Background: an optimization exercise with open tools, aiming at small area, a short achievable clock period and few clock cycles per item. Do not read the settings as production practice. Where RTL was checked, it was by simulation tests only, not by an equivalence proof against the original. Function not checked in runs 5 to 7: the RTL went through the layout flow alone.

File: flow/run.sh
#!/bin/bash
# synth_recipe.tcl (not shown) runs the flow's synth.tcl, then flattens the netlist and writes it again
# the make line also repeats each setting of config.mk as NAME=value (left out here)
make -C /OpenROAD-flow-scripts/flow DESIGN_CONFIG=/design/flow/config.mk WORK_HOME=/design/flow/orfs CLKGATE_MAP_FILE= SYNTH_SCRIPT=/design/flow/synth_recipe.tcl finish
File: flow/config.mk
export PLATFORM = sky130hd
export DESIGN_NAME = uv_sphere_index_generator
export DESIGN_NICKNAME = uv_sphere_index_generator
export VERILOG_FILES = /design/flow/design.v
export SDC_FILE = /design/flow/constraint.sdc
export NUM_CORES = 4
export LEC_CHECK = 0
export CAP_MARGIN = 20
export CORE_MARGIN = 2
export CORE_UTILIZATION = 40
export SETUP_SLACK_MARGIN = 3.0
export SLEW_MARGIN = 20
File: flow/constraint.sdc
create_clock -name core_clock -period 5.5 [get_ports {clk}]
set_input_delay 1.1000 -clock core_clock [delete_from_list [all_inputs] [get_ports {clk}]]
set_output_delay 1.1000 -clock core_clock [all_outputs]
set_load 0.01 [all_outputs]
File: flow/design.v
package uvsig_pkg;
    localparam int DIV_W = 9;
    localparam int CNT_W = 8;
    localparam int IDX_W = 16;
endpackage
module uvsig_calc (
    input  logic [15:0] r0,
    input  logic [15:0] r1,
    input  logic [7:0]  col,
    input  logic        a_r1,      
    input  logic        a_oe,      
    input  logic        a_ci,      
    input  logic        b_r0,      
    input  logic        b_r1,      
    input  logic        d_r0,      
    input  logic        d_r1,      
    input  logic        d_oe,      
    input  logic        d_ci,      
    output logic [15:0] first_index,
    output logic [15:0] second_index,
    output logic [15:0] third_index
);
    function automatic logic [15:0] add16_8(input logic [15:0] a, input logic [7:0] b, input logic ci);
        logic [7:0] p, g, gg, pp, gn, pn;
        logic [8:0] c;
        logic [7:0] hi, hinc;
        logic [7:0] run;
        begin
            p = a[7:0] ^ b;
            g = a[7:0] & b;
            gg = g;
            pp = p;
            gg[0] = g[0] | (p[0] & ci);
            pp[0] = 1'b0;
            for (int d = 1; d < 8; d = d * 2)
            begin
                gn = gg;
                pn = pp;
                for (int i = d; i < 8; i++)
                begin
                    gn[i] = gg[i] | (pp[i] & gg[i-d]);
                    pn[i] = pp[i] & pp[i-d];
                end
                gg = gn;
                pp = pn;
            end
            c[0] = ci;
            for (int i = 1; i < 9; i++)
                c[i] = gg[i-1];
            hi = a[15:8];
            run[0] = 1'b1;
            for (int i = 1; i < 8; i++)
                run[i] = run[i-1] & hi[i-1];
            for (int i = 0; i < 8; i++)
                hinc[i] = hi[i] ^ run[i];
            add16_8 = {c[8] ? hinc : hi, p ^ c[7:0]};
        end
    endfunction
    logic [15:0] a_base, b_base, d_base;
    assign a_base = a_r1 ? r1 : r0;
    assign b_base = (r0 & {16{b_r0}}) | (r1 & {16{b_r1}});
    assign d_base = (r0 & {16{d_r0}}) | (r1 & {16{d_r1}});
    assign first_index  = add16_8(a_base, col & {8{a_oe}}, a_ci);
    assign second_index = add16_8(b_base, col, 1'b0);
    assign third_index  = add16_8(d_base, col & {8{d_oe}}, d_ci);
endmodule
module uv_sphere_index_generator (
    input  logic         clk,
    input  logic         rst_n,
    input  logic         cfg_write,
    input  logic         cfg_index,
    input  logic [8:0]   cfg_data,
    input  logic         in_valid,
    output logic         in_ready,
    input  logic         restart,
    output logic         out_valid,
    input  logic         out_ready,
    output logic [15:0]  first_index,
    output logic [15:0]  second_index,
    output logic [15:0]  third_index,
    output logic         last_triangle
);
    logic [7:0] vm2, hm1;
    logic       lo3, hi256;
    logic [7:0] cfg_m1;
    logic [8:0] hval;
    assign lo3    = (cfg_data[8:2] == 7'd0);
    assign hi256  = cfg_data[8] && (cfg_data[7:0] != 8'd0);
    assign cfg_m1 = cfg_data[7:0] - 8'd1;
    assign hval   = {1'b0, hm1} + 9'd1;
    always_ff @(posedge clk or negedge rst_n)
    begin
        if (!rst_n)
        begin
            vm2 <= 8'd1;
            hm1 <= 8'd2;
        end
        else if (cfg_write)
        begin
            if (cfg_index)
                hm1 <= lo3 ? 8'd2 : (hi256 ? 8'd255 : cfg_m1);
            else
                vm2 <= lo3 ? 8'd1 : (hi256 ? 8'd254 : cfg_m1 - 8'd1);
        end
    end
    logic       ov, rq_v, rq_rs, sp, stale, busy;
    logic [3:0] step;
    logic       mb;
    logic        cap, wrp, half, wf;
    logic [7:0]  band, col;
    logic [15:0] r0, r1;
    logic        a_r1, a_oe, a_ci, b_r0, b_r1, d_r0, d_r1, d_oe, d_ci;
    logic [15:0] oa, ob, od;
    logic        ol;
    logic src_v, src_rs, rs, out_free, emit;
    assign in_ready = !rq_v;
    assign src_v    = rq_v || in_valid;
    assign src_rs   = rq_v ? rq_rs : restart;
    assign rs       = src_rs || sp;
    assign out_free = !ov || out_ready;
    assign emit     = src_v && out_free && (rs || !(stale || busy));
    logic [8:0] col_inc, band_inc;
    logic       c1ge, cge, band_end, natural, last;
    assign col_inc  = {1'b0, col} + 9'd1;
    assign band_inc = {1'b0, band} + 9'd1;
    assign c1ge     = col_inc >= {1'b0, hm1};
    assign cge      = col >= hm1;
    assign band_end = band_inc >= {1'b0, vm2};
    assign natural  = band_inc[7:0] == vm2;
    assign last     = wrp && half;
    logic       n_cap, n_wrp, n_half, n_wf;
    logic [7:0] n_band, n_col;
    logic       n_base0, n_step, n_bad;
    logic       fin, start_rc;
    assign fin      = busy && step[3];
    assign start_rc = stale && !busy && !sp;
    always_comb
    begin
        n_cap   = cap;
        n_wrp   = wrp;
        n_half  = !half;
        n_wf    = wf;
        n_band  = band;
        n_col   = col;
        n_base0 = 1'b0;
        n_step  = 1'b0;
        n_bad   = 1'b0;
        if (!emit)
        begin
            n_half = half;
            n_wf   = wrp || cge;
            if (wrp)
                n_col = hm1;
        end
        else if (rs || last)
        begin
            n_base0 = 1'b1;
            n_cap   = 1'b0;
            n_wrp   = 1'b0;
            n_half  = rs;
            n_wf    = 1'b0;
            n_band  = 8'd0;
            n_col   = 8'd0;
        end
        else if (half)
        begin
            if (!cap)
            begin
                if (wf)
                begin
                    n_col  = 8'd0;
                    n_wf   = 1'b0;
                    n_step = 1'b1;
                    if (band_end)
                    begin
                        n_band = 8'd0;
                        n_cap  = 1'b1;
                        n_bad  = !natural;
                    end
                    else
                    begin
                        n_band = band_inc[7:0];
                    end
                end
                else
                begin
                    n_col = col_inc[7:0];
                    n_wf  = c1ge;
                end
            end
            else
            begin
                if (c1ge)
                begin
                    n_col = hm1;
                    n_wrp = 1'b1;
                    n_wf  = 1'b1;
                end
                else
                begin
                    n_col = col_inc[7:0];
                    n_wf  = 1'b0;
                end
            end
        end
    end
    logic [7:0]  mult;
    logic        horner, add_h;
    logic [15:0] add_a, add_s;
    assign mult   = cap ? vm2 : band;
    assign horner = busy && !step[3];
    assign add_h  = horner ? mb : 1'b1;
    assign add_a  = horner ? {r1[14:0], 1'b0} : r1;
    assign add_s  = add_a + {8'd0, hm1 & {8{add_h}}} + {15'd0, add_h};
    always_ff @(posedge clk or negedge rst_n)
    begin
        if (!rst_n)
        begin
            ov    <= 1'b0;
            rq_v  <= 1'b0;
            sp    <= 1'b1;
            stale <= 1'b0;
            busy  <= 1'b0;
            step  <= 4'd0;
        end
        else
        begin
            if (emit)
                ov <= 1'b1;
            else if (out_ready)
                ov <= 1'b0;
            if (rq_v)
                rq_v <= !emit;
            else
                rq_v <= in_valid && !emit;
            if (emit)
                sp <= 1'b0;
            if (cfg_write)
            begin
                stale <= 1'b1;
                busy  <= 1'b0;
            end
            else if (emit)
            begin
                if (rs)
                begin
                    stale <= 1'b0;
                    busy  <= 1'b0;
                end
                else if (n_bad)
                begin
                    stale <= 1'b1;
                end
            end
            else if (start_rc)
            begin
                busy <= 1'b1;
                step <= 4'd0;
            end
            else if (busy)
            begin
                step <= step + 4'd1;
                if (step[3])
                begin
                    busy  <= 1'b0;
                    stale <= 1'b0;
                end
            end
        end
    end
    logic [15:0] t_a, t_b, t_d;
    uvsig_calc u_calc (
        .r0           (r0),
        .r1           (r1),
        .col          (col),
        .a_r1         (a_r1),
        .a_oe         (a_oe),
        .a_ci         (a_ci),
        .b_r0         (b_r0),
        .b_r1         (b_r1),
        .d_r0         (d_r0),
        .d_r1         (d_r1),
        .d_oe         (d_oe),
        .d_ci         (d_ci),
        .first_index  (t_a),
        .second_index (t_b),
        .third_index  (t_d)
    );
    always_ff @(posedge clk)
    begin
        if (!rq_v && in_valid && !emit)
            rq_rs <= restart;
        if (emit)
        begin
            oa <= rs ? 16'd0 : t_a;
            ob <= rs ? {7'd0, hval} : t_b;
            od <= rs ? 16'd1 : t_d;
            ol <= !rs && last;
        end
        if (start_rc)
            mb <= mult[7];
        else
            mb <= mult[3'd6 - step[2:0]];
        if (emit || fin)
        begin
            cap  <= n_cap;
            wrp  <= n_wrp;
            half <= n_half;
            band <= n_band;
            col  <= n_col;
            wf   <= n_wf;
            a_r1 <= n_cap && !n_half;
            a_oe <= (!n_cap && !n_half) || (!(n_cap && !n_half) && !n_wf);
            a_ci <= n_half && !n_wf;
            b_r0 <= n_cap && n_half;
            b_r1 <= !n_cap;
            d_r0 <= !n_cap && !n_half;
            d_r1 <= n_half;
            d_oe <= !n_wf && !(n_cap && n_half);
            d_ci <= (n_cap && n_half) || !n_wf;
        end
        if (emit)
        begin
            if (n_base0)
            begin
                r0 <= 16'd0;
                r1 <= {7'd0, hval};
            end
            else if (n_step)
            begin
                r0 <= r1;
                r1 <= add_s;
            end
        end
        else if (start_rc)
        begin
            r1 <= 16'd0;
        end
        else if (busy)
        begin
            if (step[3])
                r0 <= r1;
            r1 <= add_s;
        end
    end
    assign out_valid     = ov;
    assign first_index   = oa;
    assign second_index  = ob;
    assign third_index   = od;
    assign last_triangle = ol;
endmodule
==> results of run 1 <==
==> metal layers <==
| metal | global-route usage [%] | wire, um | up-vias |
|---|---|---|---|
| li1 | - | - | 3794 |
| met3 | 4.49 | 1460 | 67 |
| met5 | 0 | 0 | - |
| met1 | 27.1 | 11000 | 3831 |
| met2 | 37.7 | 13500 | 249 |
| met4 | 9.09 | 1010 | 0 |
==> timing repair <==
item,in CTS,in global routing
setup endpoints to repair,180,114
resized for setup,137,97
pin swaps,70,70
buffers inserted,101,30
hold endpoints to repair,0,0
gates cloned,8,0
==> synthesized netlist by cell type (all sizes together) (8+ instances only) <==
cell type,number,share of area (%)
xor2,21,2.0
and3,17,1.1
mux2i,25,2.7
nand2,87,3.5
dfrtp,22,5.9
nor2b,8,0.53
inv,34,1.4
xnor2,37,3.4
or3,8,0.53
a21oi,38,2.0
and2,39,2.6
nor3,15,0.85
nor2,83,3.3
edfxtp,110,35
nand3,19,1.0
mux2,16,2.0
o21ai,52,2.8
buf,8,0.39
a22o,37,3.4
nand2b,9,0.60
clkbuf,27,1.1
o21a,8,0.64
o22ai,10,0.67
a21o,13,1.0
ha,78,10
==> cell usage in the layout (no fill, tap or decap), drive strengths merged, types with 15 or more instances in the layout <==
master	n
ha	78
and2	40
nor3	15
o21ai	52
edfxtp	110
xor2	21
xnor2	37
nand2	88
nor2	83
clkbuf	17
inv	42
buf	143
clkdlybuf4s50	56
and3	17
nand3	19
a21oi	38
a22o	37
mux2	16
dfrtp	22
mux2i	25
==> how the worst max path moves through the flow <==
stage	start	endpoint	slack, ps	depth (start not counted)
3_3_place_gp	restart	r1[3]$_DFFE_PP_	1890	6
3_5_place_dp	restart	r1[6]$_DFFE_PP_	1850	6
4_1_cts	r0[0]$_DFFE_PP_	ob[10]$_SDFFCE_PN0P_	2720	10
2_1_floorplan	a_r1$_DFFE_PP_	oa[15]$_SDFFCE_PN0P_	2550	12
5_1_grt	step[3]$_DFFE_PN0P_	r1[15]$_DFFE_PP_	2580	12
6_report	step[3]$_DFFE_PN0P_	r1[15]$_DFFE_PP_	2660	12
==> state kept, by name, summed over array words and instances, names as in the netlist, 4 cells and up <==
| register | count |
|---|---|
| oa | 16 |
| ob | 16 |
| od | 16 |
| r0 | 16 |
| r1 | 16 |
| band | 8 |
| col | 8 |
| hm1 | 8 |
| vm2 | 8 |
| step | 4 |
==> kinds of logic after synthesis <==
group / after synthesis / share of synthesized area, %
multiplexers: 46 / 5.82
XOR/XNOR: 58 / 5.40
adder cells (fa/ha/maj): 85 / 11.9
AO/OA/AOI/OAI: 209 / 15.6
flip-flops: 136 / 42.1
buffers and inverters: 70 / 2.86
AND/OR/NAND/NOR: 315 / 16.4
==> area by class of cell <==
class	instances	area [sq um]	area share, %
tap	319	399	2.98
timing repair inverter	2	17.5	0.131
clock inverter	15	159	1.19
antenna	1	2.50	0.0187
multi-input combinational	717	6360	47.5
timing repair buffer	204	1910	14.3
clock buffer	17	425	3.17
inverter	35	170	1.27
sequential	136	3960	29.5
==> through the flow <==
stage / hold WS (ps) / worst slack (ps) / util (%) / instances
after floorplan: 455 / 2550 / - / 919
after global placement: 478 / 1890 / 46.1 / 1274
after detailed placement: 483 / 1850 / 46.1 / 1274
after CTS: 497 / 2720 / 54.7 / 1415
after global routing: 523 / 2580 / 57.6 / 1445
final: 490 / 2660 / 57.6 / 1446
==> critical path, stage by stage (launching register included) <==
cell and delay [ps]:
dfrtp_2 430, nand2b_4 190, nor2_4 130, buf_12 130
buf_4 110, nor2_1 50, ha_1 410, nand2_2 120
a211oi_4 390, buf_12 160, o2111ai_4 140, nor3_2 260
nor3b_2 60
==> results by group, run 1 <==
Worst setup path
  • Critical Path RT: 5690 ps
  • CP Class: reg -> reg
  • Critical-path maximum fanout: 6
  • Critical Path AT: 3030 ps
  • Crit Reg-Reg Startpoint: step[3]$_DFFE_PN0P_
  • Worst setup EP type: flop
  • CP Launch Type: flop
  • Reg-to-reg endpoint: r1[15]$_DFFE_PP_
  • R2R cell count: 12
  • Reg2reg setup slack: between 2000 and 3000 ps

Global route
  • All-Layer GR Usage: 22.0%
  • Initial antenna violation count: 1
  • Vias in the first global route: 7943
  • Pin count of the biggest net entering global routing: 30
  • GRT Residual Overflow: 0
  • First-pass GRT wire length: 41900 um

STA
  • Final Max Tran Viols: 0
  • Slew headroom: 42.0%
  • FMAX: 352 MHz
  • Final setup viols: 0
  • RSZ-0062 raised after global routing: true
  • Final Cycle Share: about 52%
  • Final Hold Fails: 0
  • Actual slew at the worst max-slew pin: 870 ps
  • Clock Skew: between 10 and 15 ps
  • Tmin final: about 2800 ps
  • Setup tns final: 0 ps

Floorplanning
  • Row count: 56
  • Initial Utilization: about 40%
  • Die width: 157 um
  • Core box area: 23300 sq um
  • DIE HEIGHT: 157 um
  • Die area: around 25000 sq um
  • I/O Pins: 67

Route
  • DR vias: between 7000 and 8000
  • Initial drt markers: 406
  • Drt total wl: roughly 27000 um
  • Drt drc: 0
  • Drt first pass iters: 5
  • Number of routed nets with antenna violations: 0
  • Vias per cell: about 5.5
  • Avg WL per Cell: 18.7 um

Place
  • Placed Area: between 10000 and 15000 sq um
  • DP HPWL: 16900 um
  • Placer Congestion: approximately 0.87
  • Port buffer count: 66

Finish
  • Layout cells sized above 1: 34.6%
  • Final net count: 1214
  • # fillers: 1996
  • Finished Cell Area: 13400 sq um
  • Area Growth Syn to Fin: 42.6%

Logic synthesis
  • Syn_nets: 1020
  • Distinct cell type count after synthesis: 71
  • Avg Inst Size Synth: between 10 and 15 sq um
  • Sequential area share after synthesis: between 40% and 50%
  • Mapped Area: 9400 sq um
  • Synth Flop Type: edfxtp_1
  • Cell count after synthesis: between 900 and 1000
  • EDFF count, synth: 110
  • FF+latch count, synth: 136
  • Yosys warning count: 2
  • Post-synth ARST share: a little under a fifth

Clock tree
  • Hold Buf Count CTS: 0
  • CTS root buf: clkbuf_16
  • H-tree depth: 4
  • CTS tree: yes
  • Reg clk slew, reported paths: approximately 70 ps
  • Sink Count: 136
  • CTS buffer count: 17
  • Worst skew pair latency: 440 ps
  • Clock Path Buffers: 2

Outcome
  • Status: no timing/DRC/antenna violations

Min path
  • Worst Hold Depth: 2
  • Worst min-delay path class: reg -> reg
  • Worst Hold End: vm2[5]$_DFFE_PN0P_
  • Min-delay src: vm2[5]$_DFFE_PN0P_

Flow run
  • Maxcap violations: 0
Testbench counts, summed over its fixed seeds: cycles 115,264, items 115,072.
==> run 2: changes to the inputs <==
--- a/flow/config.mk
+++ b/flow/config.mk
@@ -7,2 +7,3 @@
 export LEC_CHECK = 0
+export ABC_AREA = 1
 export CAP_MARGIN = 20
@@ -10,3 +11,3 @@
 export CORE_UTILIZATION = 40
-export SETUP_SLACK_MARGIN = 3.0
+export SETUP_SLACK_MARGIN = 2.5
 export SLEW_MARGIN = 20
==> run 2 against run 1 <==
- still clean
- wire length is 7.7% lower
- utilization is 8.2 points lower
- sequential cell count stayed put
- cell area is 13% lower
- critical path type is now in -> reg
==> results by group, run 2 <==
Logic synthesis
  • Largest family of logic cells by synthesized area: simple AND/OR/NAND/NOR gates
  • Cell count after synthesis: 1214
  • Yosys warning count: 2
  • FF+latch count, synth: about 140
  • Top cells by area, synth: edfxtp_1, ha_1, nand2_1
  • Multiplexer area fraction after synthesis: 0%
  • Avg Inst Size Synth: 7.93 sq um
  • Post-synth ARST share: 18.4%
  • Simple-Gate Fraction of Synth Area: 20.8%
  • XOR/XNOR Fraction of Synth Area: 2.55%
  • Synth Flop Type: edfxtp_1
  • Synth top cells by count: nand2_1, inv_1, nor2_1, edfxtp_1, o21ai_0
  • Post-synth top area share: 34.3%
  • Sequential area share after synthesis: 41.0%
  • Distinct cell type count after synthesis: 51
  • Post-synthesis adder-cell area fraction: 11.6%
  • Most common cell in the netlist: nand2_1
  • Most area-hungry cell type in the Yosys netlist: edfxtp_1
  • Synth Area in Compound Gates: 14.3%
  • Mapped Area: 9630 sq um
  • EDFF count, synth: 110
  • Syn_nets: 1315

Clock tree
  • Reg clk slew, reported paths: 60 ps
  • H-tree depth: 4
  • CTS root buf: clkbuf_16
  • CTS tree: yes
  • Sink Count: 136
  • CTS buffer count: 17
  • Worst skew pair latency: ~430 ps
  • Clock Path Buffers: 2
  • Hold Buf Count CTS: 0

STA
  • RSZ-0062 raised after global routing: true
  • Tmin final: around 2900 ps
  • Actual slew at the worst max-slew pin: 752 ps
  • FMAX: 349 MHz
  • Final setup viols: 0
  • Slew headroom: 49.5%
  • Setup tns final: 0 ps
  • Final Max Tran Viols: 0
  • Final Cycle Share: 52.0%
  • Clock Skew: between 9 and 10 ps
  • Final Hold Fails: 0

Worst setup path
  • Critical Path RT: between 5000 and 6000 ps
  • Critical Path AT: 2920 ps
  • Reg2reg setup slack: 2650 ps
  • Worst setup EP type: flop
  • Crit Reg-Reg Startpoint: step[3]$_DFFE_PN0P_
  • Worst path top cell family by delay: compound AO/OA/AOI/OAI gates
  • Worst-path cell chain: clkdlybuf4s50_1, inv_1, nor2_1, nor3_4, o21ai_2, nand2_4, inv_12, o31ai_2
  • Critical-path maximum fanout: 29
  • R2R cell count: 15
  • Reg-to-reg endpoint: r1[12]$_DFFE_PP_
  • CP max-delay cell: o31ai_2
  • Levels on crit path: 8
  • CP Class: in -> reg
  • CP Launch Type: input port
  • Bufs and invs on worst path: 3
  • Peak per-stage delay on the critical path: 640 ps

Global route
  • Pin count of the biggest net entering global routing: between 40 and 50
  • Initial antenna violation count: 0
  • GRT Residual Overflow: 0
  • Met1 Use GR: around 25%
  • Met2 Use GR: 33.9%
  • All-Layer GR Usage: 19.5%
  • First-pass GRT wire length: 39200 um
  • Global routing usage on met3: 3.54%
  • Most Used Layer, Global Route: met2
  • Vias in the first global route: 7708

Finish
  • Layout cells sized above 1: 9.61%
  • # fillers: 2336
  • Commonest non-fill, non-tap cell in the layout: nand2_1
  • Final net count: 1410
  • N_diodes: 0
  • Area Growth Syn to Fin: 20.7%
  • Layout Cells excl Fill: between 1500 and 2000
  • Commonest non-fill, non-tap cells in the layout: nand2_1, inv_1, nor2_1, edfxtp_1, o21ai_0

Route
  • Avg WL per Cell: about 15 um
  • Vias per cell: 5.01
  • Number of routed nets with antenna violations: 0
  • Drt total wl: 24900 um
  • Drt first pass iters: 5
  • Drt drc: 0
  • Initial drt markers: 483
  • DR vias: 8221

Floorplanning
  • Die area: between 20000 and 30000 sq um
  • DIE HEIGHT: 159 um
  • Initial Utilization: roughly two fifths
  • Die width: roughly 160 um
  • I/O Pins: 67
  • Core box area: 23500 sq um
  • Row count: 56

Min path
  • Worst Hold End: vm2[0]$_DFFE_PN1P_
  • Worst min-delay path class: reg -> reg
  • Worst Hold Depth: 2
  • Min-delay src: vm2[0]$_DFFE_PN1P_

Flow run
  • Maxcap violations: 0

Outcome
  • Status: no timing/DRC/antenna violations

Place
  • Placer Congestion: 0.912
  • Cells after DPL: 1579
  • Port buffer count: 66
  • DP HPWL: roughly 18000 um
-- run 2: worst min-delay path, cell delays in order (launching register included) --
cell     delay, ps
dfstp_2        390
nor2_1         100
a21oi_1         50
-- run 2: area by class of cell --
class                      count  area [sq um]  share of cell area, %
clock buffer                  17           425                   3.66
timing repair inverter         2          13.8                  0.118
multi-input combinational    836          4890                   42.1
inverter                     217           838                   7.21
tap                          319           399                   3.43
sequential                   136          3950                   34.0
clock inverter                15           171                   1.47
timing repair buffer          99           933                   8.03
-- run 2: per-stage QoR --
step	hold WS, ps	setup WS, ps	area [sq um]	utilization (%)
final	541	2640	11600	49.4
after global routing	554	2410	11600	49.4
after CTS	536	2530	11400	48.4
after detailed placement	523	1400	10600	45.1
after global placement	526	1460	10600	45.1
after floorplan	489	2510	9640	-
-- run 2: worst max path at each step --
stage	startpoint	end
floorplan	restart	r0[0]$_DFFE_PP_
global placement	restart	band[6]$_SDFFCE_PP0P_
detailed placement	restart	band[7]$_SDFFCE_PP0P_
CTS	step[3]$_DFFE_PN0P_	r1[14]$_DFFE_PP_
global route	step[3]$_DFFE_PN0P_	r1[12]$_DFFE_PP_
finish	restart	col[6]$_DFFE_PP_
-- run 2: logic make-up after synthesis --
group,after synthesis
compound gates,246
xor+xnor,28
fa+ha+maj,85
buf+inv,242
flops,136
simple gates,477
-- run 2: metal layers --
layer | vias to the layer above | routed length, um
met1 | 3762 | 11000
met3 | 35 | 1130
met2 | 192 | 12100
met5 | - | 0
li1 | 4232 | -
met4 | 0 | 620
-- run 2: repair_timing --
action                                  CTS  global route
endpoints found under the setup margin   91            56
gates resized for setup                  18            21
pin swaps                                 2             4
setup buffers                            10            18
gates cloned                              1             1
==> run 3: changes to the inputs <==
--- a/flow/config.mk
+++ b/flow/config.mk
@@ -7,6 +7,5 @@
 export LEC_CHECK = 0
-export ABC_AREA = 1
 export CAP_MARGIN = 20
 export CORE_MARGIN = 2
-export CORE_UTILIZATION = 40
+export CORE_UTILIZATION = 65
 export SETUP_SLACK_MARGIN = 2.5
==> run 3 against run 2 <==
- clock-buffer cell count up 1
- synthesized cell count down 24%
- critical path type unchanged
- largest cell class unchanged
- highest routed layer unchanged
==> results by group, run 3 <==
Outcome
  • Status: no timing/DRC/antenna violations

Finish
  • Final Util: 81.8%
  • Layout Cells excl Fill: 1202
  • Commonest non-fill, non-tap cell in the layout: edfxtp_1
  • Area Growth Syn to Fin: 21.8%
  • Commonest non-fill, non-tap cells in the layout: edfxtp_1, nand2_1, nor2_1, ha_1, clkdlybuf4s50_1
  • Layout cells sized above 1: between 10% and 20%
  • Final net count: roughly 1100
  • N_diodes: 0

Floorplanning
  • Core box area: about 14000 sq um
  • Die area: between 15000 and 20000 sq um
  • Die width: about 120 um
  • Row count: 43
  • Initial Utilization: 67.2%
  • DIE HEIGHT: about 120 um
  • I/O Pins: 67

Route
  • Avg WL per Cell: 21.1 um
  • DR vias: 7928
  • Vias per cell: 6.60
  • Drt drc: 0
  • Number of routed nets with antenna violations: 0
  • Drt first pass iters: 8
  • Drt total wl: roughly 25000 um
  • Initial drt markers: 963

Logic synthesis
  • Synth Flop Type: edfxtp_1
  • Post-synth top area share: a little over a third
  • Syn_nets: about 1000
  • Synth top cells by count: edfxtp_1, nand2_1, nor2_1, ha_1, o21ai_0
  • Top cells by area, synth: edfxtp_1, ha_1, dfrtp_1
  • EDFF count, synth: 110
  • Distinct cell type count after synthesis: 71
  • Sequential area share after synthesis: 42.1%
  • Most area-hungry cell type in the Yosys netlist: edfxtp_1
  • Post-synth ARST share: 18.4%
  • Yosys warning count: 2
  • Mapped Area: 9400 sq um
  • Avg Inst Size Synth: 10.2 sq um
  • Cell count after synthesis: 919
  • Most common cell in the netlist: edfxtp_1
  • FF+latch count, synth: approximately 140

STA
  • Setup tns final: 0 ps
  • Slew headroom: 42.7%
  • RSZ-0062 raised after global routing: true
  • FMAX: 332 MHz
  • Final Cycle Share: 54.8%
  • Tmin final: 3010 ps
  • Final Hold Fails: 0
  • Final Max Tran Viols: 0
  • Final setup viols: 0
  • Clock Skew: 14.7 ps
  • Actual slew at the worst max-slew pin: 859 ps

Min path
  • Worst min-delay path class: reg -> reg

Clock tree
  • Worst skew pair latency: approximately 440 ps
  • Reg clk slew, reported paths: 60 ps
  • CTS root buf: clkbuf_16
  • Clock Path Buffers: 2
  • Hold Buf Count CTS: 0
  • CTS tree: yes
  • CTS buffer count: 17
  • Sink Count: 136
  • H-tree depth: 4

Global route
  • Pin count of the biggest net entering global routing: 59
  • Initial antenna violation count: 0
  • First-pass GRT wire length: approximately 40000 um
  • All-Layer GR Usage: around a third
  • Vias in the first global route: between 7000 and 8000
  • GRT Residual Overflow: 0

Place
  • DP HPWL: about 17000 um
  • Port buffer count: 66
  • Cells after DPL: 1136
  • Placer Congestion: 1.02

Worst setup path
  • CP Class: in -> reg
  • Worst-path cell chain: clkdlybuf4s50_1, mux2_4, or2_2, or3_1, o21ai_2, inv_1, mux2i_1
  • CP Launch Type: input port
  • Worst path top cell family by delay: simple AND/OR/NAND/NOR gates
  • CP Launch Point: restart
  • Levels on crit path: 7
  • Bufs and invs on worst path: 2
  • Critical-path maximum fanout: 17
  • R2R cell count: 9
  • Critical Path RT: ~5700 ps
  • Crit Reg-Reg Startpoint: col[0]$_DFFE_PP_
  • Critical Path AT: 3170 ps
  • Reg2reg setup slack: 2580 ps
  • Worst setup EP type: flop
  • Peak per-stage delay on the critical path: 460 ps
  • Reg-to-reg endpoint: col[6]$_DFFE_PP_
  • CP max-delay cell: or3_1
  • CP endpoint: a_oe$_DFFE_PP_

Flow run
  • Maxcap violations: 0
==> run 3: repair_timing <==
action,in CTS,in global routing
pin swaps,6,6
endpoints found under the setup margin,111,66
resized for setup,25,35
setup buffers,15,19
cloned,0,0
==> run 3: area by class of cell <==
| class | count | area [sq um] |
|---|---|---|
| fill | 812 | 2540 |
| multi-input combinational | 713 | 5450 |
| sequential | 136 | 3960 |
| inverter | 35 | 140 |
| clock inverter | 14 | 228 |
| clock buffer | 18 | 429 |
| tap | 180 | 225 |
| timing repair buffer | 106 | 1020 |
==> run 3: worst min-delay path, stage by stage, from the launching register on <==
cell     delay [ps]
dfstp_2         390
nand2_1          50
o21ai_0          70
==> run 3: cells by family after synthesis <==
logic type / after synthesis / synth area share [%]
mux: 46 / 5.82
xor+xnor: 58 / 5.40
fa+ha+maj: 85 / 11.9
buf+inv: 70 / 2.86
compound gates: 209 / 15.6
flops: 136 / 42.1
simple gates: 315 / 16.4
==> run 3: per-layer routing <==
metal / GRT usage [%] / wire (um)
met1: 40.1 / 9710
met2: 55.6 / 12500
met3: 5.63 / 1890
met4: 15.0 / 1320
met5: 0 / 0
==> run 3: how the worst min path moves through the flow <==
stage,to,start,depth (start not counted),slack (ps)
finish,vm2[0]$_DFFE_PN1P_,vm2[0]$_DFFE_PN1P_,2,510
global placement,vm2[0]$_DFFE_PN1P_,vm2[0]$_DFFE_PN1P_,2,500
detailed placement,vm2[0]$_DFFE_PN1P_,vm2[0]$_DFFE_PN1P_,2,510
global route,vm2[0]$_DFFE_PN1P_,vm2[0]$_DFFE_PN1P_,2,540
CTS,vm2[0]$_DFFE_PN1P_,vm2[0]$_DFFE_PN1P_,2,510
floorplan,vm2[4]$_DFFE_PN0P_,vm2[4]$_DFFE_PN0P_,2,460
==> run 3: metrics by stage <==
step	cell area, sq um	hold slack, ps	setup slack [ps]
after floorplan	9480	455	2500
after global placement	10300	501	1690
after detailed placement	10300	507	1580
after CTS	11200	515	2490
after global routing	11400	540	2410
final	11400	511	2490
==> run 4: changes to the inputs <==
--- a/flow/config.mk
+++ b/flow/config.mk
@@ -9,3 +9,3 @@
 export CORE_MARGIN = 2
-export CORE_UTILIZATION = 65
+export CORE_UTILIZATION = 40
 export SETUP_SLACK_MARGIN = 2.5
==> run 4 against run 3 <==
- still clean
- fmax increased by 3.1%
- first-iteration DRC count shrank 55%
- clock skew fell by 3.0 ps
- register-to-register slack improved by 50 ps
- critical path depth unchanged
- sequential share of layout area is 0.48 points lower
- sequential cell count unchanged
- synthesized cell count did not move
- die area up 60%
- hold slack improved by 4.4 ps
- via count is 8.5% lower
- largest cell class unchanged
- highest routed layer unchanged
==> results by group, run 4 <==
Worst setup path
  • Critical Path AT: 3200 ps
  • Peak per-stage delay on the critical path: 580 ps
  • Reg2reg setup slack: 2630 ps
  • CP Launch Type: input port
  • Critical-path maximum fanout: 5
  • Worst-path cell chain: clkdlybuf4s50_1, or4_4, o21a_1, or2_4, nor3_2, nor4b_2, a2111oi_2
  • Critical Path RT: 5780 ps
  • CP Class: in -> reg
  • CP max-delay cell: or4_4
  • Worst setup EP type: flop

Place
  • Placer Congestion: just under 0.9
  • DP HPWL: 16600 um
  • Port buffer count: 66
  • Cells after DPL: 1277

Clock tree
  • Worst skew pair latency: 430 ps
  • CTS buffer count: 17
  • Reg clk slew, reported paths: 60 ps
  • H-tree depth: 4
  • Hold Buf Count CTS: 0
  • Sink Count: 136
  • CTS tree: yes
  • Clock Path Buffers: 2
  • CTS root buf: clkbuf_16

Floorplanning
  • Initial Utilization: 40.4%
  • Core box area: 23300 sq um
  • I/O Pins: 67
  • DIE HEIGHT: 157 um
  • Die width: around 160 um
  • Row count: 56
  • Die area: 24700 sq um

STA
  • Clock Skew: 11.8 ps
  • Actual slew at the worst max-slew pin: between 700 and 800 ps
  • Setup tns final: 0 ps
  • Slew headroom: 47.4%
  • Worst Hold Slack: 516 ps
  • Final Max Tran Viols: 0
  • Tmin final: roughly 2900 ps
  • FMAX: 342 MHz
  • RSZ-0062 raised after global routing: true
  • Final Hold Fails: 0
  • Final setup viols: 0
  • Final Cycle Share: 53.1%

Finish
  • Area of the multi-input gates: 5430 sq um
  • Register Area: roughly 4000 sq um
  • Final net count: between 1000 and 1500
  • N_diodes: 0
  • Area Growth Syn to Fin: 23.5%
  • Layout Cells excl Fill: around 1300
  • Commonest non-fill, non-tap cells in the layout: edfxtp_1, nand2_1, nor2_1, ha_1, clkdlybuf4s50_1
  • Layout cells sized above 1: 15.1%
  • # fillers: ~2200
  • Commonest non-fill, non-tap cell in the layout: edfxtp_1
  • Final Util: 49.9%

Logic synthesis
  • Synth Flop Type: edfxtp_1
  • Most common cell in the netlist: edfxtp_1
  • Post-synth top area share: 35.1%
  • Avg Inst Size Synth: 10.2 sq um
  • Yosys warning count: 2
  • Syn_nets: 1020
  • FF+latch count, synth: 136
  • Synth top cells by count: edfxtp_1, nand2_1, nor2_1, ha_1, o21ai_0
  • Top cells by area, synth: edfxtp_1, ha_1, dfrtp_1
  • Sequential area share after synthesis: a little over two fifths
  • Mapped Area: between 9000 and 10000 sq um
  • Cell count after synthesis: slightly above 900
  • Distinct cell type count after synthesis: 71
  • Most area-hungry cell type in the Yosys netlist: edfxtp_1
  • EDFF count, synth: between 100 and 150
  • Post-synth ARST share: 18.4%

Global route
  • Pin count of the biggest net entering global routing: between 50 and 60
  • All-Layer GR Usage: 19.3%
  • Vias in the first global route: slightly below 7000
  • Initial antenna violation count: 0
  • GRT Residual Overflow: 0
  • First-pass GRT wire length: around 37000 um

Route
  • Initial drt markers: 438
  • Drt first pass iters: 5
  • Number of routed nets with antenna violations: 0
  • Drt total wl: about 23000 um
  • Drt drc: 0
  • Avg WL per Cell: 17.2 um
  • DR vias: 7256
  • Vias per cell: roughly 5.4

Outcome
  • Status: no timing/DRC/antenna violations

Flow run
  • Maxcap violations: 0

Min path
  • Worst min-delay path class: reg -> reg
[run 4: per-layer routing]
metal	share of wire (%)	track usage, %	wire (um)
met3	4.4	3.41	1020
met2	48	32.5	11100
met4	2.8	5.93	647
met5	0	0	0
met1	45	25.2	10300
[run 4: cells by family (layout without fill, tap and decap cells)]
family / after synthesis / in the layout / synth area share, %
buffers and inverters: 70 / 172 / 2.86
xor gates and xnor gates: 58 / 58 / 5.40
and+or+nand+nor: 315 / 315 / 16.4
DFF: 136 / 136 / 42.1
muxes: 46 / 46 / 5.82
adders and majority gates: 85 / 85 / 11.9
AOI/OAI and AO/OA: 209 / 209 / 15.6
[run 4: timing repair]
| item | 4_1_cts | 5_1_grt |
|---|---|---|
| buffers inserted | 17 | 14 |
| endpoints found under the setup margin | 118 | 56 |
| resized for setup | 25 | 32 |
| pin swaps | 6 | 5 |
[run 4: critical path, delay by kind of cell]
family / cells / cell delay, ps
AOI/OAI and AO/OA: 2 / 270
buffers and inverters: 1 / 440
and+or+nand+nor: 4 / 1400
[run 4: final cells by class]
type	instances	area share, %
clock buffer	17	3.66
timing repair buffer	105	9.04
sequential	136	34.1
multi-input combinational	713	46.7
inverter	35	1.21
clock inverter	15	1.83
tap	319	3.44
[run 4: path summary, 6_finish.rpt]
path | from | end | depth (start not counted)
setup / recovery | cfg_data[1] | vm2[7]$_DFFE_PN0P_ | 7
hold reg to reg | vm2[0]$_DFFE_PN1P_ | vm2[0]$_DFFE_PN1P_ | 2
setup reg to reg | b_r0$_DFFE_PP_ | ob[14]$_SDFFCE_PN0P_ | 11
min in group asynchronous | rst_n | hm1[2]$_DFFE_PN0P_ | 2
hold / removal | vm2[0]$_DFFE_PN1P_ | vm2[0]$_DFFE_PN1P_ | 2
max in group asynchronous | rst_n | sp$_DFFE_PN1P_ | 2
[run 4: metrics by stage]
| step | instance area, sq um | setup WS, ps |
|---|---|---|
| 3_5_place_dp | 10400 | 1570 |
| 6_report | 11600 | 2580 |
| 3_3_place_gp | 10400 | 1650 |
| 2_1_floorplan | 9480 | 2500 |
| 5_1_grt | 11600 | 2460 |
| 4_1_cts | 11400 | 2510 |
==> run 5: changes to the inputs <==
--- a/flow/design.v
+++ b/flow/design.v
@@ -82,3 +82,3 @@
 );
-    logic [7:0] vm2, hm1;
+    logic [7:0] vm3, hm1;
     logic       lo3, hi256;
@@ -94,3 +94,3 @@
         begin
-            vm2 <= 8'd1;
+            vm3 <= 8'd0;
             hm1 <= 8'd2;
@@ -102,6 +102,6 @@
             else
-                vm2 <= lo3 ? 8'd1 : (hi256 ? 8'd254 : cfg_m1 - 8'd1);
+                vm3 <= lo3 ? 8'd0 : (hi256 ? 8'd253 : cfg_data[7:0] - 8'd3);
         end
     end
-    logic       ov, rq_v, rq_rs, sp, stale, busy;
+    logic       ov, rq_v, sp, stale, busy;
     logic [3:0] step;
@@ -114,9 +114,9 @@
     logic        ol;
-    logic src_v, src_rs, rs, out_free, emit;
+    logic src_v, rs, out_free, emit, wreset;
     assign in_ready = !rq_v;
     assign src_v    = rq_v || in_valid;
-    assign src_rs   = rq_v ? rq_rs : restart;
-    assign rs       = src_rs || sp;
+    assign rs       = (!rq_v && restart) || sp;
     assign out_free = !ov || out_ready;
-    assign emit     = src_v && out_free && (rs || !(stale || busy));
+    assign wreset   = src_v && rs;
+    assign emit     = src_v && !rs && out_free && !stale && !busy;
     logic [8:0] col_inc, band_inc;
@@ -127,4 +127,4 @@
     assign cge      = col >= hm1;
-    assign band_end = band_inc >= {1'b0, vm2};
-    assign natural  = band_inc[7:0] == vm2;
+    assign band_end = band >= vm3;
+    assign natural  = band == vm3;
     assign last     = wrp && half;
@@ -133,4 +133,5 @@
     logic       n_base0, n_step, n_bad;
-    logic       fin, start_rc;
+    logic       fin, done, start_rc;
     assign fin      = busy && step[3];
+    assign done     = fin && (step[0] || !cap);
     assign start_rc = stale && !busy && !sp;
@@ -147,3 +148,3 @@
         n_bad   = 1'b0;
-        if (!emit)
+        if (!emit && !wreset)
         begin
@@ -154,3 +155,3 @@
         end
-        else if (rs || last)
+        else if (wreset || last)
         begin
@@ -159,3 +160,3 @@
             n_wrp   = 1'b0;
-            n_half  = rs;
+            n_half  = 1'b0;
             n_wf    = 1'b0;
@@ -209,3 +210,3 @@
     logic [15:0] add_a, add_s;
-    assign mult   = cap ? vm2 : band;
+    assign mult   = cap ? vm3 : band;
     assign horner = busy && !step[3];
@@ -235,3 +236,3 @@
                 rq_v <= in_valid && !emit;
-            if (emit)
+            if (wreset)
                 sp <= 1'b0;
@@ -242,13 +243,11 @@
             end
+            else if (wreset)
+            begin
+                stale <= 1'b0;
+                busy  <= 1'b0;
+            end
             else if (emit)
             begin
-                if (rs)
-                begin
-                    stale <= 1'b0;
-                    busy  <= 1'b0;
-                end
-                else if (n_bad)
-                begin
+                if (n_bad)
                     stale <= 1'b1;
-                end
             end
@@ -262,3 +261,3 @@
                 step <= step + 4'd1;
-                if (step[3])
+                if (done)
                 begin
@@ -290,10 +289,8 @@
     begin
-        if (!rq_v && in_valid && !emit)
-            rq_rs <= restart;
         if (emit)
         begin
-            oa <= rs ? 16'd0 : t_a;
-            ob <= rs ? {7'd0, hval} : t_b;
-            od <= rs ? 16'd1 : t_d;
-            ol <= !rs && last;
+            oa <= t_a;
+            ob <= t_b;
+            od <= t_d;
+            ol <= last;
         end
@@ -303,3 +300,3 @@
             mb <= mult[3'd6 - step[2:0]];
-        if (emit || fin)
+        if (emit || wreset || done)
         begin
@@ -321,3 +318,3 @@
         end
-        if (emit)
+        if (emit || wreset)
         begin
--- a/flow/config.mk
+++ b/flow/config.mk
@@ -7,2 +7,3 @@
 export LEC_CHECK = 0
+export ABC_AREA = 1
 export CAP_MARGIN = 20
==> run 5 against run 4 <==
- critical endpoint is now col[3]$_DFFE_PP_
- worst setup slack better by 6.6 ps
- largest cell class unchanged
- via count is 3.9% higher
- cell count rose by 9.9%
- still clean on timing, DRC and antenna
==> results by group, run 5 <==
Logic synthesis
  • Mapped Area: 9230 sq um
  • Synth Flop Type: edfxtp_1
  • Syn_nets: 1187
  • Most common cell in the netlist: nand2_1
  • Top cells by area, synth: edfxtp_1, ha_1, nand2_1
  • Yosys warning count: 2
  • Post-synth ARST share: 18.5%
  • Sequential area share after synthesis: a little over two fifths
  • Most area-hungry cell type in the Yosys netlist: edfxtp_1
  • Distinct cell type count after synthesis: 50
  • FF+latch count, synth: 135
  • Avg Inst Size Synth: ~8.5 sq um
  • Cell count after synthesis: 1086
  • Post-synth top area share: 35.4%
  • EDFF count, synth: around 110
  • Synth top cells by count: nand2_1, inv_1, edfxtp_1, nor2_1, o21ai_0

Clock tree
  • Worst skew pair latency: 420 ps
  • Reg clk slew, reported paths: 60 ps
  • H-tree depth: 4
  • CTS buffer count: 17
  • CTS tree: yes
  • Sink Count: between 100 and 150
  • Clock Path Buffers: 2
  • CTS root buf: clkbuf_16
  • Hold Buf Count CTS: 0

STA
  • Tmin final: 2910 ps
  • Final setup viols: 0
  • Actual slew at the worst max-slew pin: 667 ps
  • Post-route worst setup slack: 2590 ps
  • Final Cycle Share: 53.0%
  • Final Max Tran Viols: 0
  • Setup tns final: 0 ps
  • Clock Skew: between 9 and 10 ps
  • Slew headroom: 55.5%
  • Worst Hold Slack: roughly 500 ps
  • FMAX: 343 MHz
  • RSZ-0062 raised after global routing: true
  • Final Hold Fails: 0

Floorplanning
  • Row count: 55
  • DIE HEIGHT: 156 um
  • I/O Pins: 67
  • Initial Utilization: between 40% and 50%
  • Die area: 24300 sq um
  • Core box area: 22600 sq um
  • Die width: 156 um

Place
  • Dpl ws: 1760 ps
  • Placed Area: 10200 sq um
  • Placer Congestion: 0.903
  • DP HPWL: 16700 um
  • Port buffer count: 66

Route
  • Drt total wl: 22100 um
  • Number of routed nets with antenna violations: 0
  • Initial drt markers: 498
  • Avg WL per Cell: 15.0 um
  • Drt first pass iters: 6
  • DR vias: between 7000 and 8000
  • Vias per cell: 5.12
  • Drt drc: 0

Finish
  • Layout cells sized above 1: ~9.0%
  • # fillers: ~2100
  • Final net count: 1276
  • N_diodes: 0
  • Commonest non-fill, non-tap cell in the layout: nand2_1
  • Area Growth Syn to Fin: 19.3%
  • Finished Cell Area: 11000 sq um
  • Commonest non-fill, non-tap cells in the layout: nand2_1, inv_1, edfxtp_1, nor2_1, o21ai_0

Worst setup path
  • Reg2reg setup slack: between 2000 and 3000 ps
  • Reg-to-reg endpoint: od[14]$_DFFE_PP_
  • Critical Path AT: 2960 ps
  • Critical-path maximum fanout: 13
  • CP Launch Type: input port
  • Worst setup EP type: flop
  • R2R cell count: 11
  • CP Class: in -> reg
  • Crit Reg-Reg Startpoint: d_r0$_DFFE_PP_
  • Critical Path RT: approximately 5600 ps

Global route
  • Vias in the first global route: 7111
  • GRT Residual Overflow: 0
  • First-pass GRT wire length: 35700 um
  • Initial antenna violation count: 0
  • All-Layer GR Usage: between 10% and 20%
  • Pin count of the biggest net entering global routing: a little over 50

Flow run
  • Maxcap violations: 0

Min path
  • Worst min-delay path class: reg -> reg
  • Worst Hold Depth: 2
  • Worst Hold End: sp$_DFFE_PN1P_
  • Min-delay src: sp$_DFFE_PN1P_

Outcome
  • Status: no timing/DRC/antenna violations
[run 5: worst max-delay path by stage]
stage / from / endpoint
finish: out_ready / col[3]$_DFFE_PP_
global placement: restart / col[0]$_DFFE_PP_
CTS: out_ready / col[5]$_DFFE_PP_
global route: restart / band[4]$_SDFFCE_PP0P_
floorplan: out_ready / stale$_DFFE_PN0P_
detailed placement: restart / col[3]$_DFFE_PP_
[run 5: logic make-up after synthesis]
group	share of synthesized area (%)
AO/OA/AOI/OAI	13.0
AND/OR/NAND/NOR	18.5
multiplexers	0.732
adder cells (fa/ha/maj)	12.1
buffers and inverters	8.59
flip-flops	42.5
XOR/XNOR	4.65
[run 5: layout make-up]
| cell class | instances | area, sq um | share of cell area, % |
|---|---|---|---|
| multi-input combinational | 752 | 4580 | 41.5 |
| inverter | 178 | 681 | 6.18 |
| clock inverter | 15 | 159 | 1.44 |
| tap | 285 | 357 | 3.24 |
| sequential | 135 | 3920 | 35.6 |
| timing repair buffer | 91 | 898 | 8.15 |
| clock buffer | 17 | 425 | 3.86 |
[run 5: worst max-delay path, stage by stage]
cell	delay [ps]
clkdlybuf4s50_1	460
nor2_4	140
nor2_4	50
o21ai_4	440
nor2_1	150
a211oi_2	610
[run 5: metal layers]
layer	global-route usage (%)	wire, um	vias to the layer above
met5	0	0	-
met4	5.20	341	0
met3	3.50	1130	33
met2	31.8	10700	211
met1	23.9	9930	3465
li1	-	-	3831
[run 5: timing repair]
item,CTS,global route
gates resized for setup,4,5
setup buffers,7,15
gates cloned,0,1
endpoints found under the setup margin,66,50
pin swaps,5,1
[run 5: through the flow]
| step | std cells | util, % |
|---|---|---|
| after floorplan | 1086 | - |
| after global placement | 1418 | 45.0 |
| after detailed placement | 1418 | 45.0 |
| after CTS | 1457 | 48.1 |
| after global routing | 1473 | 48.7 |
| final | 1473 | 48.7 |
==> run 6: changes to the inputs <==
--- a/flow/config.mk
+++ b/flow/config.mk
@@ -11,3 +11,3 @@
 export CORE_UTILIZATION = 40
-export SETUP_SLACK_MARGIN = 2.5
+export SETUP_SLACK_MARGIN = 3.0
 export SLEW_MARGIN = 20
==> run 6 against run 5 <==
- sequential cell count unchanged
- worst setup slack better by 320 ps
- non-clock buffer count increased by 66
- largest cell class unchanged
- hold slack gained 37 ps
- cell area increased by 10%
- critical path depth up 12
==> results by group, run 6 <==
Place
  • Cells after DPL: 1417
  • Placed Area: just over 10000 sq um
  • Port buffer count: 66
  • DP HPWL: 16600 um
  • Placer Congestion: 0.943
  • Dpl ws: about 1800 ps

Logic synthesis
  • Synth Flop Type: edfxtp_1
  • Most area-hungry cell type in the Yosys netlist: edfxtp_1
  • Post-synth ARST share: around 19%
  • Most common cell in the netlist: nand2_1
  • Mapped Area: about 9200 sq um
  • Syn_nets: 1187
  • Yosys warning count: 2
  • Post-synth top area share: 35.4%
  • EDFF count, synth: 109
  • Avg Inst Size Synth: 8.50 sq um
  • Top cells by area, synth: edfxtp_1, ha_1, nand2_1
  • Cell count after synthesis: between 1000 and 1500
  • Sequential area share after synthesis: 42.5%
  • FF+latch count, synth: 135
  • Synth top cells by count: nand2_1, inv_1, edfxtp_1, nor2_1, o21ai_0
  • Distinct cell type count after synthesis: 50

Clock tree
  • Clock Path Buffers: 2
  • Worst skew pair latency: 420 ps
  • CTS tree: yes
  • H-tree depth: 4
  • Reg clk slew, reported paths: 60 ps
  • Sink Count: 135
  • CTS buffer count: 17
  • Hold Buf Count CTS: 0
  • CTS root buf: clkbuf_16

Global route
  • All-Layer GR Usage: 19.3%
  • GRT Residual Overflow: 0
  • Pin count of the biggest net entering global routing: 50
  • Vias in the first global route: around 7400
  • Initial antenna violation count: 0
  • First-pass GRT wire length: 36900 um

Floorplanning
  • I/O Pins: 67
  • Row count: 55
  • Initial Utilization: 40.8%
  • Die width: between 150 and 200 um
  • Core box area: roughly 23000 sq um
  • DIE HEIGHT: between 150 and 200 um
  • Die area: 24300 sq um

Route
  • Avg WL per Cell: 15.8 um
  • Drt drc: 0
  • DR vias: around 8000
  • Initial drt markers: 494
  • Drt total wl: 24400 um
  • Number of routed nets with antenna violations: 0
  • Drt first pass iters: 7
  • Vias per cell: around 5.2

Finish
  • Final Util: 53.8%
  • Commonest non-fill, non-tap cells in the layout: nand2_1, inv_1, edfxtp_1, nor2_1, buf_4
  • Layout Cells excl Fill: 1542
  • N_diodes: 0
  • Commonest non-fill, non-tap cell in the layout: nand2_1
  • Finished Cell Area: 12200 sq um
  • Area Growth Syn to Fin: 31.8%
  • Area of the multi-input gates: roughly 5000 sq um
  • Layout cells sized above 1: 22.7%
  • Final net count: 1345
  • Register Area: 3920 sq um
  • # fillers: 1975

STA
  • Final setup viols: 0
  • FMAX: 386 MHz
  • Worst Hold Slack: 534 ps
  • Tmin final: 2590 ps
  • Setup tns final: 0 ps
  • Clock Skew: 9.71 ps
  • RSZ-0062 raised after global routing: true
  • Final Cycle Share: 47.1%
  • Actual slew at the worst max-slew pin: 612 ps
  • Final Hold Fails: 0
  • Final Max Tran Viols: 0
  • Post-route worst setup slack: approximately 2900 ps
  • Slew headroom: around three fifths

Worst setup path
  • Critical Path AT: 2770 ps
  • CP Launch Type: flop
  • CP Class: reg -> reg
  • Worst setup EP type: flop
  • Critical-path maximum fanout: 4
  • Critical Path RT: 5680 ps

Outcome
  • Status: no timing/DRC/antenna violations

Flow run
  • Maxcap violations: 0

Min path
  • Worst min-delay path class: reg -> reg
## run 6: cell counts after synthesis
Identical to the previous run, type by type.
## run 6: kinds of logic after synthesis
family | count (synthesis) | share of synthesized area (%)
adder cells (fa/ha/maj) | 85 | 12.1
XOR/XNOR | 49 | 4.65
AND/OR/NAND/NOR | 404 | 18.5
AO/OA/AOI/OAI | 207 | 13.0
multiplexers | 6 | 0.732
buffers and inverters | 200 | 8.59
flip-flops | 135 | 42.5
## run 6: what timing repair did
item	CTS	global route
setup buffers	46	40
endpoints found under the setup margin	170	84
gates cloned	4	3
gates resized for setup	57	101
pin swaps	33	33
## run 6: worst max-delay path, cell delays in order (launching register included)
cell,delay [ps]
dfrtp_2,420
inv_4,80
nand2_8,50
or2_4,260
buf_6,140
nand2_2,50
inv_2,40
fa_2,410
inv_2,80
fa_2,240
o21ai_4,70
nand2_1,80
nand2_1,60
nand2_1,50
nand2_1,60
nor2_1,100
nor2_1,50
nand2_1,50
o21ai_1,50
## run 6: routing by layer
metal | global-route usage, % | vias up | wire length [um]
li1 | - | 3990 | -
met1 | 24.6 | 3641 | 10500
met2 | 32.5 | 265 | 11700
met3 | 3.50 | 61 | 1360
met4 | 7.82 | 0 | 770
met5 | 0 | - | 0
## run 6: final cells by class
cell class              count  area share, %
multi-input cells         753           41.9
flip-flops and latches    135           32.2
repair buffers            157           12.2
inverters                 178           5.75
clock buffers              18           3.53
well taps                 285           2.93
clock inverters            14           1.44
repair inverters            2         0.0925
## run 6: final timing paths
path / slack, ps / to / depth (start not counted) / from
min: 530 / step[2]$_DFFE_PN0P_ / 2 / step[2]$_DFFE_PN0P_
min in group asynchronous: 1050 / hm1[0]$_DFFE_PN0P_ / 2 / rst_n
max in group asynchronous: 4140 / hm1[1]$_DFFE_PN1P_ / 2 / rst_n
min reg2reg: 530 / step[2]$_DFFE_PN0P_ / 2 / step[2]$_DFFE_PN0P_
max: 2910 / r1[6]$_DFFE_PP_ / 18 / step[3]$_DFFE_PN0P_
max reg2reg: 2910 / r1[6]$_DFFE_PP_ / 18 / step[3]$_DFFE_PN0P_
==> run 7: changes to the inputs <==
==> flow/flow/run.sh (new file) <==
#!/bin/bash
# The standard layout, with the port buffers made of plain buffers
# (sky130_fd_sc_hd__buf_2) rather than the cell buffer_ports picks by itself.
set -euo pipefail
bash standard.sh finish "BUFFER_PORTS_ARGS=-buffer_cell sky130_fd_sc_hd__buf_2" > flow_make.log 2>&1
==> flow/standard.sh (new file) <==
#!/bin/bash
# synth_recipe.tcl (not shown) runs the flow's synth.tcl, then flattens the netlist and writes it again
# the make line also repeats each setting of config.mk as NAME=value (left out here)
make -C /OpenROAD-flow-scripts/flow DESIGN_CONFIG=/design/flow/config.mk WORK_HOME=/design/flow/orfs CLKGATE_MAP_FILE= SYNTH_SCRIPT=/design/flow/synth_recipe.tcl "${@:-finish}"
--- a/flow/config.mk
+++ b/flow/config.mk
@@ -11,3 +11,3 @@
 export CORE_UTILIZATION = 40
-export SETUP_SLACK_MARGIN = 3.0
+export SETUP_SLACK_MARGIN = 2.5
 export SLEW_MARGIN = 20
removed: flow/run.sh
==> run 7 against run 6 <==
- critical endpoint is now od[14]$_DFFE_PP_
- fmax shrank 9.8%
- sequential share of layout area up 4.9 points
- via count down 5.4%
==> results by group, run 7 <==
Outcome
  • Status: no timing/DRC/antenna violations

Logic synthesis
  • FF+latch count, synth: 135
  • Avg Inst Size Synth: approximately 8.5 sq um
  • Distinct cell type count after synthesis: 50
  • Cell count after synthesis: 1086
  • Syn_nets: 1187
  • EDFF count, synth: 109
  • Most area-hungry cell type in the Yosys netlist: edfxtp_1
  • Synth Flop Type: edfxtp_1
  • Top cells by area, synth: edfxtp_1, ha_1, nand2_1
  • Most common cell in the netlist: nand2_1
  • Yosys warning count: 2
  • Sequential area share after synthesis: 42.5%
  • Post-synth ARST share: 18.5%
  • Mapped Area: a little over 9000 sq um
  • Synth top cells by count: nand2_1, inv_1, edfxtp_1, nor2_1, o21ai_0
  • Post-synth top area share: 35.4%

Place
  • Port buffer count: 66
  • Placer Congestion: ~0.93
  • DP HPWL: 16500 um

STA
  • FMAX: 348 MHz
  • Slew headroom: 37.2%
  • Final Max Tran Viols: 0
  • Actual slew at the worst max-slew pin: 941 ps
  • Worst Hold Slack: about 500 ps
  • Setup tns final: 0 ps
  • Clock Skew: 15.0 ps
  • Tmin final: roughly 2900 ps
  • Final Cycle Share: 52.2%
  • Final setup viols: 0
  • RSZ-0062 raised after global routing: false
  • Final Hold Fails: 0

Global route
  • GRT Residual Overflow: 0
  • First-pass GRT wire length: 35700 um
  • Vias in the first global route: 7148
  • Pin count of the biggest net entering global routing: just over 50
  • Initial antenna violation count: 0
  • All-Layer GR Usage: 18.4%

Min path
  • Worst min-delay path class: reg -> reg

Route
  • Initial drt markers: 448
  • Drt first pass iters: 7
  • Avg WL per Cell: between 10 and 15 um
  • Drt total wl: 21600 um
  • Vias per cell: approximately 5.2
  • Drt drc: 0
  • DR vias: 7531
  • Number of routed nets with antenna violations: 0

Finish
  • N_diodes: 0
  • Layout cells sized above 1: 14.0%
  • Commonest non-fill, non-tap cells in the layout: nand2_1, inv_1, edfxtp_1, nor2_1, o21ai_0
  • Final net count: 1263
  • Area Growth Syn to Fin: 14.3%
  • Commonest non-fill, non-tap cell in the layout: nand2_1
  • # fillers: roughly 2200

Worst setup path
  • Worst setup EP type: flop
  • Cell mode on critical path: ha_1
  • Worst-path cell chain: inv_1, o22ai_1, ha_1, ha_1, ha_1, ha_1, ha_1, ha_1, mux2_2
  • Reg2reg setup slack: 2630 ps
  • R2R cell count: 9
  • CP endpoint: od[14]$_DFFE_PP_
  • CP Launch Type: flop
  • Critical Path RT: 5670 ps
  • Reg-to-reg endpoint: od[14]$_DFFE_PP_
  • CP Class: reg -> reg
  • Critical-path maximum fanout: 16
  • Peak per-stage delay on the critical path: around 410 ps
  • CP max-delay cell: inv_1
  • Crit Reg-Reg Startpoint: d_r0$_DFFE_PP_
  • CP Launch Point: d_r0$_DFFE_PP_
  • Critical Path AT: 3050 ps

Clock tree
  • Worst skew pair latency: between 400 and 500 ps
  • H-tree depth: 4
  • CTS tree: yes
  • CTS buffer count: 17
  • Hold Buf Count CTS: 0
  • Sink Count: 135
  • CTS root buf: clkbuf_16
  • Clock Path Buffers: 2
  • Reg clk slew, reported paths: around 60 ps

Floorplanning
  • Core box area: 22600 sq um
  • Row count: 55
  • Die area: 24300 sq um
  • I/O Pins: 67
  • Initial Utilization: 40.8%
  • Die width: 156 um
  • DIE HEIGHT: 156 um

Flow run
  • Maxcap violations: 0
[run 7: layout make-up]
class,count,area (sq um),area share (%)
inverter,178,677,6.41
clock buffer,17,425,4.03
timing repair inverter,1,5.00,0.0474
tap,285,357,3.38
multi-input combinational,752,4590,43.5
sequential,135,3920,37.2
timing repair buffer,77,425,4.03
clock inverter,15,158,1.49
[run 7: kinds of logic (layout without fill, tap and decap cells)]
family | after synthesis | after routing | share of synthesized area [%]
buf+inv | 200 | 288 | 8.59
fa+ha+maj | 85 | 85 | 12.1
mux | 6 | 6 | 0.732
xor+xnor | 49 | 49 | 4.65
compound gates | 207 | 207 | 13.0
simple gates | 404 | 405 | 18.5
flops | 135 | 135 | 42.5
[run 7: worst max-delay path: cells and delay by family, from the launching register on]
| kind | cells | cell delay, ps |
|---|---|---|
| fa+ha+maj | 6 | 1350 |
| buf+inv | 1 | 410 |
| flops | 1 | 360 |
| mux | 1 | 260 |
| compound gates | 1 | 250 |
[run 7: how the worst min path moves through the flow]
stage	startpoint	endpoint	slack [ps]	depth (start not counted)
CTS	sp$_DFFE_PN1P_	sp$_DFFE_PN1P_	520	2
finish	sp$_DFFE_PN1P_	sp$_DFFE_PN1P_	510	2
global placement	sp$_DFFE_PN1P_	sp$_DFFE_PN1P_	500	2
floorplan	sp$_DFFE_PN1P_	sp$_DFFE_PN1P_	460	2
detailed placement	sp$_DFFE_PN1P_	sp$_DFFE_PN1P_	510	2
global route	sp$_DFFE_PN1P_	sp$_DFFE_PN1P_	530	2
[run 7: per-layer routing]
| metal | wire length [um] | GRT usage, % |
|---|---|---|
| met2 | 10100 | 31.0 |
| met4 | 410 | 5.46 |
| met3 | 806 | 3.00 |
| met5 | 0 | 0 |
| met1 | 10300 | 24.6 |
[run 7: per-stage QoR]
stage / cell area [sq um] / worst slack (ps) / cells / util, %
after floorplan: 9260 / 2500 / 1086 / -
after global placement: 9840 / 2220 / 1416 / 43.4
after detailed placement: 9840 / 2140 / 1416 / 43.4
after CTS: 10500 / 2520 / 1455 / 46.4
after global routing: 10600 / 2500 / 1460 / 46.6
final: 10600 / 2630 / 1460 / 46.6
[run 7: what timing repair did]
item | 4_1_cts | 5_1_grt
setup endpoints to repair | 24 | 40
cloned | 1 | 1
gates resized for setup | 3 | 5
buffers inserted | 6 | 3
pin swaps | 1 | 1

-- port drivers added, routing unchanged --
No port has a modelled driver above. Below, the same layouts with a new extraction and two added sets of constraints.
Step 1: set_driving_cell puts a clkbuf_16 on clk and a buf_2 on each other input, an assumption about the parent block.
Step 2 adds t to the input delays and takes it off the output delays; t is the mean of the earliest and latest rising clock arrival at the registers after step 1. Input paths then give back, and output paths get back, about the clock's delay inside the block.
Three values: ideal ports, drivers, drivers and shift; two values: the first two.
run | t, ns | slack for setup (ns) | hold WS [ns] | worst data-port slew with drivers (ns)
run 1 | 0.478 | 2.662 / 2.662 / 2.485 | 0.490 / 0.490 / 0.490 | 0.06
run 2 | 0.473 | 2.638 / 2.645 / 2.190 | 0.541 / 0.541 / 0.541 | 0.03
run 3 | 0.470 | 2.489 / 2.508 / 2.039 | 0.511 / 0.511 / 0.511 | 0.04
run 4 | 0.469 | 2.580 / 2.602 / 2.133 | 0.515 / 0.516 / 0.516 | 0.03
run 5 | 0.461 | 2.587 / 2.608 / 2.147 | 0.497 / 0.497 / 0.497 | 0.04
run 6 | 0.468 | 2.909 / 2.909 / 2.658 | 0.534 / 0.534 / 0.534 | 0.03
run 7 | 0.464 | 2.627 / 2.627 / 2.256 | 0.512 / 0.512 / 0.512 | 0.03
After both steps every run listed still meets setup and hold. For run 3, which loses most, drivers alone change the setup slack by +0.019 ns; drivers and shift together by -0.450 ns.
